From an optimization exercise on the open Yosys and OpenROAD flow, aimed at small area and a short achievable clock period; shortcuts taken in it are not production practice. Function was checked by simulation only, so behaviour that the tests miss may differ from the original. No driver is modelled on the clock port, so clocking that relies on it looks cheaper here than on a real chip. Power is estimated from default activity; no workload was simulated.

Design or_tree, start of the top module:
module or_tree (
    input  logic                    clk,
    input  logic                    rst_n,
    input  logic                    alloc_valid,
    input  or_tree_pkg::alloc_req_t alloc_req,
    input  logic                    free_valid,
    input  or_tree_pkg::free_req_t  free_req,
    output logic                    alloc_rsp_valid,
    output or_tree_pkg::alloc_rsp_t alloc_rsp,
    output logic                    free_rsp_valid,
    output or_tree_pkg::free_rsp_t  free_rsp,
    output logic                    at_update_valid,
    output or_tree_pkg::at_update_t at_update
);
    function automatic or_tree_pkg::level_bits_t level_full(logic [7:0] l);
        level_full = {|l,
                      (|l[3:0]) & (|l[7:4]),
                      (|l[1:0]) & (|l[3:2]) & (|l[5:4]) & (|l[7:6]),
                      &l};
    endfunction
    logic                    s1_alloc_valid;
    logic                    s1_free_valid;
    or_tree_pkg::req_id_t    s1_id;
    logic [1:0]              s1_hi;
    logic [31:0]             s1_lo;
    or_tree_pkg::req_size_e  s1_size;
    or_tree_pkg::page_ofs_t  s1_ofs;
    logic                    s2_alloc_valid;
    logic                    s2_free_valid;
    or_tree_pkg::req_id_t    s2_id;
    or_tree_pkg::tree_idx_t  s2_block;
  ...
==> flow/config.mk <==
export PLATFORM = sky130hd
export DESIGN_NAME = or_tree
export DESIGN_NICKNAME = or_tree
export VERILOG_FILES = /design/flow/design.v
export SDC_FILE = /design/flow/constraint.sdc
export NUM_CORES = 4
export LEC_CHECK = 0
export CAP_MARGIN = 20
export CORE_MARGIN = 2
export CORE_UTILIZATION = 60
export PLACE_DENSITY = 0.8
export SETUP_SLACK_MARGIN = 3
export SLEW_MARGIN = 20
==> flow/constraint.sdc <==
create_clock -name core_clock -period 5.0 [get_ports {clk}]
set_input_delay 1.0000 -clock core_clock [delete_from_list [all_inputs] [get_ports {clk}]]
set_output_delay 1.0000 -clock core_clock [all_outputs]
set_load 0.01 [all_outputs]
standard.sh (not shown) runs the stock make flow with config.mk's settings and CLKGATE_MAP_FILE= SYNTH_SCRIPT=/design/flow/synth_recipe.tcl, a recipe that flattens the netlist after the stock synthesis.
==> flow/flow/run.sh <==
#!/bin/bash
# Layout flow: the standard layout (standard.sh), with these changes.
# 0. The port buffers that global placement inserts are buf_2 cells.
# 1. TritonCTS clusters up to 25 sinks per leaf buffer (clkbuf_16 only), so the tree has
#    fewer, fuller leaf buffers.
# 3. Timing repair may resize a cell to one of another footprint (MATCH_CELL_FOOTPRINT=0).
# Each tool's full output goes to a log file in this folder (ORFS's own logs are under orfs/logs).
set -euo pipefail
export BUFFER_PORTS_ARGS="-buffer_cell sky130_fd_sc_hd__buf_2"
export CTS_ARGS="-sink_clustering_enable -repair_clock_nets -sink_clustering_size 25 -sink_clustering_max_diameter 100 -buf_list sky130_fd_sc_hd__clkbuf_16"
export POST_CTS_TCL="$PWD/flow/post_cts.tcl"
bash standard.sh MATCH_CELL_FOOTPRINT=0 SKIP_CTS_REPAIR_TIMING=1 finish > log_standard.txt 2>&1
==> flow/flow/post_cts.tcl <==
# Sourced by ORFS's cts.tcl (POST_CTS_TCL) after clock tree synthesis, with the CTS-stage timing
# repair skipped there so that it runs here on the final clock tree.
# 2. Repair setup timing and legalise, as cts.tcl does.
set block [ord::get_db_block]
set port_net [[$block findBTerm clk] getNet]
set root ""
foreach it [$port_net getITerms] { set root [$it getInst] }
set rname [$root getName]
set out_net ""
foreach it [$root getITerms] { if {[$it isOutputSignal]} { set out_net [$it getNet] } }
set loads {}
foreach it [$out_net getITerms] { if {[$it getInst] != $root} { lappend loads $it } }
puts "post_cts: root $rname ([[$root getMaster] getName]) drives [llength $loads] pins"
if {[llength $loads] > 4} { error "root drives too many pins" }
foreach it $loads { $it disconnect; $it connect $port_net }
odb::dbInst_destroy $root
odb::dbNet_destroy $out_net

estimate_parasitics -placement
repair_timing_helper
set result [catch { detailed_placement } msg]
if { $result != 0 } { error "Detailed placement failed after CTS repair: $msg" }
check_placement -verbose
Then changed:
PLACE_DENSITY = not set   (was 0.8)
SETUP_SLACK_MARGIN = 3.15   (was 3)
The new run ran to the end with no violations.
Routed wire length increases by about 6%.
Worst setup slack is better by 200 ps.
Fmax increases by about 10%.
Then changed:
--- a/flow/flow/run.sh
+++ b/flow/flow/run.sh
@@ -6,2 +5,0 @@
-# 3. Timing repair may resize a cell to one of another footprint (MATCH_CELL_FOOTPRINT=0).
-# Each tool's full output goes to a log file in this folder (ORFS's own logs are under orfs/logs).
@@ -8,0 +7 @@
+R=orfs/results/${FLOW_PLATFORM}/or_tree/base
@@ -11,2 +10,3 @@
-export POST_CTS_TCL="$PWD/flow/post_cts.tcl"
-bash standard.sh MATCH_CELL_FOOTPRINT=0 SKIP_CTS_REPAIR_TIMING=1 finish > log_standard.txt 2>&1
+bash standard.sh cts > log_standard_to_cts.txt 2>&1
+IN_ODB=$R/4_cts.odb OUT_ODB=$R/4_cts.odb openroad -no_init -exit flow/fixclk.tcl > log_fixclk.txt 2>&1
+bash standard.sh finish > log_standard_finish.txt 2>&1
==> flow/flow/fixclk.tcl (new file) <==
read_db $::env(IN_ODB)
set block [ord::get_db_block]
set port_net [[$block findBTerm clk] getNet]
set root ""
foreach it [$port_net getITerms] { set root [$it getInst] }
set rname [$root getName]
set out_net ""
foreach it [$root getITerms] { if {[$it isOutputSignal]} { set out_net [$it getNet] } }
set loads {}
foreach it [$out_net getITerms] { if {[$it getInst] != $root} { lappend loads $it } }
puts "root $rname ([[$root getMaster] getName]) drives [llength $loads] pins"
if {[llength $loads] > 4} { error "root drives too many pins" }
foreach it $loads { $it disconnect; $it connect $port_net }
odb::dbInst_destroy $root
odb::dbNet_destroy $out_net
write_db $::env(OUT_ODB)
SETUP_SLACK_MARGIN = 3   (was 3.15)
removed: flow/flow/post_cts.tcl
Outcome: Setup slack gets worse by 47 ps; die area is unchanged; sequential cell count stays the same; area after synthesis is unchanged; final cell count goes down by about 1.5%; sequential power barely changes.
Then changed:
--- a/flow/flow/run.sh
+++ b/flow/flow/run.sh
@@ -5,0 +6,2 @@
+# 3. Timing repair may resize a cell to one of another footprint (MATCH_CELL_FOOTPRINT=0).
+# Each tool's full output goes to a log file in this folder (ORFS's own logs are under orfs/logs).
@@ -7 +8,0 @@
-R=orfs/results/${FLOW_PLATFORM}/or_tree/base
@@ -10,3 +11,2 @@
-bash standard.sh cts > log_standard_to_cts.txt 2>&1
-IN_ODB=$R/4_cts.odb OUT_ODB=$R/4_cts.odb openroad -no_init -exit flow/fixclk.tcl > log_fixclk.txt 2>&1
-bash standard.sh finish > log_standard_finish.txt 2>&1
+export POST_CTS_TCL="$PWD/flow/post_cts.tcl"
+bash standard.sh MATCH_CELL_FOOTPRINT=0 SKIP_CTS_REPAIR_TIMING=1 finish > log_standard.txt 2>&1
==> flow/flow/post_cts.tcl (new file) <==
# Sourced by ORFS's cts.tcl (POST_CTS_TCL) after clock tree synthesis, with the CTS-stage timing
# repair skipped there so that it runs here on the final clock tree.
# 2. Repair setup timing and legalise, as cts.tcl does.
set block [ord::get_db_block]
set port_net [[$block findBTerm clk] getNet]
set root ""
foreach it [$port_net getITerms] { set root [$it getInst] }
set rname [$root getName]
set out_net ""
foreach it [$root getITerms] { if {[$it isOutputSignal]} { set out_net [$it getNet] } }
set loads {}
foreach it [$out_net getITerms] { if {[$it getInst] != $root} { lappend loads $it } }
puts "post_cts: root $rname ([[$root getMaster] getName]) drives [llength $loads] pins"
if {[llength $loads] > 4} { error "root drives too many pins" }
foreach it $loads { $it disconnect; $it connect $port_net }
odb::dbInst_destroy $root
odb::dbNet_destroy $out_net

estimate_parasitics -placement
repair_timing_helper
set result [catch { detailed_placement } msg]
if { $result != 0 } { error "Detailed placement failed after CTS repair: $msg" }
check_placement -verbose
SETUP_SLACK_MARGIN = 3.25   (was 3)
removed: flow/flow/fixclk.tcl
The changed run produced a clean layout.
Synthesized cell count does not change.
Core utilization rises by 4.1 points.
Final area climbs by a few percent.
Die area stays the same.
Power rose slightly.
Register-to-register slack is better by 40 ps.
First-iteration DRC count came out lower by a few percent.
Flip-flop and latch count does not change.
Worst setup slack improves by 37 ps.


the previous run:
or_tree again, from the RTL that the note above started with.
export LEC_CHECK = 0
export CAP_MARGIN = 20
export CORE_MARGIN = 2
export CORE_UTILIZATION = 60
export SETUP_SLACK_MARGIN = 3.1
export SLEW_MARGIN = 20
create_clock -name core_clock -period 5.0 [get_ports {clk}]
==> flow/flow/run.sh <==
#!/bin/bash
# Layout flow: the standard layout (standard.sh), with these changes.
# 0. The port buffers that global placement inserts are buf_2 cells.
# 1. TritonCTS clusters up to 25 sinks per leaf buffer (clkbuf_16 only), so the tree has
#    fewer, fuller leaf buffers.
# 3. Timing repair may resize a cell to one of another footprint (MATCH_CELL_FOOTPRINT=0).
# Each tool's full output goes to a log file in this folder (ORFS's own logs are under orfs/logs).
set -euo pipefail
export BUFFER_PORTS_ARGS="-buffer_cell sky130_fd_sc_hd__buf_2"
export CTS_ARGS="-sink_clustering_enable -repair_clock_nets -sink_clustering_size 25 -sink_clustering_max_diameter 100 -buf_list sky130_fd_sc_hd__clkbuf_16"
export POST_CTS_TCL="$PWD/flow/post_cts.tcl"
bash standard.sh MATCH_CELL_FOOTPRINT=0 SKIP_CTS_REPAIR_TIMING=1 finish > log_standard.txt 2>&1
==> flow/flow/post_cts.tcl <==
# Sourced by ORFS's cts.tcl (POST_CTS_TCL) after clock tree synthesis, with the CTS-stage timing
# repair skipped there so that it runs here on the final clock tree.
# 2. Repair setup timing and legalise, as cts.tcl does.
set block [ord::get_db_block]
set port_net [[$block findBTerm clk] getNet]
set root ""
foreach it [$port_net getITerms] { set root [$it getInst] }
set rname [$root getName]
set out_net ""
foreach it [$root getITerms] { if {[$it isOutputSignal]} { set out_net [$it getNet] } }
set loads {}
foreach it [$out_net getITerms] { if {[$it getInst] != $root} { lappend loads $it } }
puts "post_cts: root $rname ([[$root getMaster] getName]) drives [llength $loads] pins"
if {[llength $loads] > 4} { error "root drives too many pins" }
foreach it $loads { $it disconnect; $it connect $port_net }
odb::dbInst_destroy $root
odb::dbNet_destroy $out_net

estimate_parasitics -placement
repair_timing_helper
set result [catch { detailed_placement } msg]
if { $result != 0 } { error "Detailed placement failed after CTS repair: $msg" }
check_placement -verbose
## Diff of input files: the current run against the previous run
- swapping 3.1 for 3 in SETUP_SLACK_MARGIN
## What came out
Every run in the comparison, the current run and the previous run, completed the flow with a clean layout. Diff the previous run -> the current run: proportion of power drawn by combinational gates went down 0.8 points, time the final worst path needs with I/O delays and setup saw an increase. Comparing the previous run with the current run, the area used by sequential logic in the layout came out essentially unchanged.


Another version of the RTL of or_tree (not shown whole).
For scale: ~0.023 sq mm of cells after synthesis.
==> flow/config.mk <==
export PLATFORM = sky130hd
export DESIGN_NAME = or_tree
export DESIGN_NICKNAME = or_tree
export VERILOG_FILES = /design/flow/design.v
export SDC_FILE = /design/flow/constraint.sdc
export NUM_CORES = 4
export LEC_CHECK = 0
export CAP_MARGIN = 20
export CORE_MARGIN = 2
export CORE_UTILIZATION = 60
export SETUP_SLACK_MARGIN = 3.15
export SLEW_MARGIN = 50
==> flow/constraint.sdc <==
create_clock -name core_clock -period 5.0 [get_ports {clk}]
set_input_delay 1.0000 -clock core_clock [delete_from_list [all_inputs] [get_ports {clk}]]
set_output_delay 1.0000 -clock core_clock [all_outputs]
set_load 0.01 [all_outputs]
Scripts as last shown in full above: flow/flow/run.sh
Other scripts of this flow, unchanged in this note and not shown: flow/flow/post_cts.tcl
The starting point passed the timing, DRC and antenna checks.
==> next run, changes <==
==> flow/flow/run.sh (replaced) <==
#!/bin/bash
# Layout flow: the standard layout (standard.sh), with these changes.
# 0. The port buffers that global placement inserts are buf_2 cells.
# 1. TritonCTS clusters up to 25 sinks per leaf buffer (clkbuf_8 or clkbuf_16), so the tree has
#    fewer, fuller leaf buffers.
# 3. Timing repair may resize a cell to one of another footprint (MATCH_CELL_FOOTPRINT=0).
# Each tool's full output goes to a log file in this folder (ORFS's own logs are under orfs/logs).
set -euo pipefail
export BUFFER_PORTS_ARGS="-buffer_cell sky130_fd_sc_hd__buf_2"
export CTS_ARGS="-sink_clustering_enable -repair_clock_nets -sink_clustering_size 25 -sink_clustering_max_diameter 100 -buf_list {sky130_fd_sc_hd__clkbuf_8 sky130_fd_sc_hd__clkbuf_16}"
export POST_CTS_TCL="$PWD/flow/post_cts.tcl"
bash standard.sh MATCH_CELL_FOOTPRINT=0 SKIP_CTS_REPAIR_TIMING=1 finish > log_standard.txt 2>&1
SLEW_MARGIN = 20   (was 50)
Effect:
- routed wire length is lower by 0.39%
- final area is lower by 0.68%
- first-iteration DRC count is higher by 9.8%
- clock power stays flat
- cell count is lower by 0.39%
- via count is higher by 0.65%
- sequential cell count stays the same
- synthesized cell count stays the same
==> next run, changes <==
==> flow/flow/run.sh (replaced) <==
#!/bin/bash
# Layout flow: the standard layout (standard.sh), with these changes.
# 0. The port buffers that global placement inserts are buf_2 cells.
# 1. TritonCTS clusters up to 25 sinks per leaf buffer (clkbuf_16 only), so the tree has
#    fewer, fuller leaf buffers.
# 3. Timing repair may resize a cell to one of another footprint (MATCH_CELL_FOOTPRINT=0).
# Each tool's full output goes to a log file in this folder (ORFS's own logs are under orfs/logs).
set -euo pipefail
export BUFFER_PORTS_ARGS="-buffer_cell sky130_fd_sc_hd__buf_2"
export CTS_ARGS="-sink_clustering_enable -repair_clock_nets -sink_clustering_size 25 -sink_clustering_max_diameter 100 -buf_list sky130_fd_sc_hd__clkbuf_16"
export POST_CTS_TCL="$PWD/flow/post_cts.tcl"
bash standard.sh MATCH_CELL_FOOTPRINT=0 SKIP_CTS_REPAIR_TIMING=1 finish > log_standard.txt 2>&1
CORE_UTILIZATION = 65   (was 60)
Total power went down slightly.
Routed wire length went down by a few percent.
Setup slack improves by 0.042 ns.
Sequential share of layout area went up by 0.20 points.
Cell area went down slightly.
Combinational power went down by a few percent.
Utilization went up by 5.7 points.
Hold slack improves by 0.0046 ns.
==> next run, changes <==
==> flow/flow/run.sh (replaced) <==
#!/bin/bash
# Layout flow: the standard layout (standard.sh), with these changes.
# 0. The port buffers that global placement inserts are buf_1 cells.
# 1. TritonCTS clusters up to 25 sinks per leaf buffer (clkbuf_16 only), so the tree has
#    fewer, fuller leaf buffers.
# 3. Timing repair may resize a cell to one of another footprint (MATCH_CELL_FOOTPRINT=0).
# Each tool's full output goes to a log file in this folder (ORFS's own logs are under orfs/logs).
set -euo pipefail
export BUFFER_PORTS_ARGS="-buffer_cell sky130_fd_sc_hd__buf_1"
export CTS_ARGS="-sink_clustering_enable -repair_clock_nets -sink_clustering_size 25 -sink_clustering_max_diameter 100 -buf_list sky130_fd_sc_hd__clkbuf_16"
export POST_CTS_TCL="$PWD/flow/post_cts.tcl"
bash standard.sh MATCH_CELL_FOOTPRINT=0 SKIP_CTS_REPAIR_TIMING=1 finish > log_standard.txt 2>&1
CORE_UTILIZATION = 60   (was 65)
Fmax hardly moves.
Wire length goes up by 5.0%.
Total power went up by 1.2%.
Clock skew is about the same.
Core utilization drops by 4.3 points.
Worst setup slack degrades by 0.0042 ns.
Die area rises by 8.2%.
Cell area is higher by 2.3%.
Clock power barely changes.
Via count rises by 1.5%.
==> next run, changes <==
==> flow/flow/run.sh (replaced) <==
#!/bin/bash
# Layout flow: the standard layout (standard.sh), with these changes.
# 0. The port buffers that global placement inserts are buf_2 cells.
# 1. TritonCTS clusters up to 25 sinks per leaf buffer (clkbuf_16 only), so the tree has
#    fewer, fuller leaf buffers.
# 3. Timing repair may resize a cell to one of another footprint (MATCH_CELL_FOOTPRINT=0).
# Each tool's full output goes to a log file in this folder (ORFS's own logs are under orfs/logs).
set -euo pipefail
export BUFFER_PORTS_ARGS="-buffer_cell sky130_fd_sc_hd__buf_2"
export CTS_ARGS="-sink_clustering_enable -repair_clock_nets -sink_clustering_size 25 -sink_clustering_max_diameter 100 -buf_list sky130_fd_sc_hd__clkbuf_16"
export POST_CTS_TCL="$PWD/flow/post_cts.tcl"
bash standard.sh MATCH_CELL_FOOTPRINT=0 SKIP_CTS_REPAIR_TIMING=1 finish > log_standard.txt 2>&1
What happened: Combinational power drops by about 4%. Power drops by 0.82%. Design area drops by 1.9%. Setup slack loses 0.038 ns. Worst hold slack gains 0.013 ns. Utilization drops by 1.3 points. Wire length drops by 0.87%. Die area stays the same. Synthesized area does not change.
==> next run, changes <==
CORE_UTILIZATION = 65   (was 60)
SLEW_MARGIN = 35   (was 20)
=>
- The new run passed the timing, DRC and antenna checks
- design area went up slightly
- total power hardly moves
- combinational power barely changes
- die area went down by a little under a tenth
- setup slack gains 0.0049 ns
- area after synthesis is unchanged
- clock skew went down by 0.0071 ns
- flip-flop and latch count stays the same
- via count went down by a few percent
- cell count went down by a few percent

afterwards: timing with drivers on the ports:
How much do the figures lean on ideal ports? The routed layouts below were timed once more, with nothing changed but the port constraints. Step 1 (the two cells are an assumption about what drives the block):
set clk [get_ports {clk}]
set_driving_cell -lib_cell sky130_fd_sc_hd__clkbuf_16 $clk
set_driving_cell -lib_cell sky130_fd_sc_hd__buf_2 [delete_from_list [all_inputs] $clk]
Step 2, shift: input delay + t, output delay - t, t = (earliest + latest rising clock arrival at the registers) / 2. This alone moves slack from input paths to output paths. Slacks: ideal / step 1 / step 2; pairs: ideal / step 1.
| run | t, ns | slack for setup (ns) | hold WS [ns] | worst register clock-pin slew, ns | pins driven straight from the clock port |
|---|---|---|---|---|---|
| the first run of note 1 | 0.532 | 2.869 / 2.869 / 2.721 | 0.329 / 0.329 / 0.329 | 0.11 / 0.11 | 2 |
| the second run of note 1 | 0.542 | 3.066 / 2.985 / 2.741 | 0.324 / 0.324 / 0.324 | 0.11 / 0.11 | 2 |
| the third run of note 1 | 0.556 | 3.018 / 2.998 / 2.639 | 0.331 / 0.331 / 0.331 | 0.11 / 0.11 | 2 |
| the fourth run of note 1 | 0.554 | 3.055 / 2.984 / 2.764 | 0.330 / 0.330 / 0.330 | 0.10 / 0.10 | 2 |
| the previous run | 0.544 | 3.055 / 2.995 / 2.696 | 0.329 / 0.329 / 0.329 | 0.11 / 0.11 | 2 |
| the current run | 0.556 | 3.005 / 2.993 / 2.638 | 0.331 / 0.331 / 0.331 | 0.11 / 0.11 | 2 |
| the first run of note 3 | 0.493 | 3.124 / 3.034 / 2.802 | 0.332 / 0.332 / 0.332 | 0.11 / 0.11 | 4 |
| the second run of note 3 | 0.480 | 3.089 / 3.048 / 2.816 | 0.331 / 0.331 / 0.331 | 0.10 / 0.10 | 4 |
| the third run of note 3 | 0.490 | 3.130 / 3.044 / 2.758 | 0.336 / 0.336 / 0.336 | 0.11 / 0.11 | 4 |
| the fourth run of note 3 | 0.492 | 3.126 / 3.031 / 2.783 | 0.318 / 0.318 / 0.318 | 0.10 / 0.10 | 4 |
| the fifth run of note 3 | 0.480 | 3.089 / 3.048 / 2.816 | 0.331 / 0.331 / 0.331 | 0.10 / 0.10 | 4 |
| the sixth run of note 3 | 0.487 | 3.094 / 3.041 / 2.786 | 0.337 / 0.337 / 0.337 | 0.10 / 0.10 | 4 |
After both steps setup and hold are still met in every run listed. For the third run of note 1, which loses most, drivers alone change the setup slack by -0.020 ns; drivers and shift together by -0.379 ns.
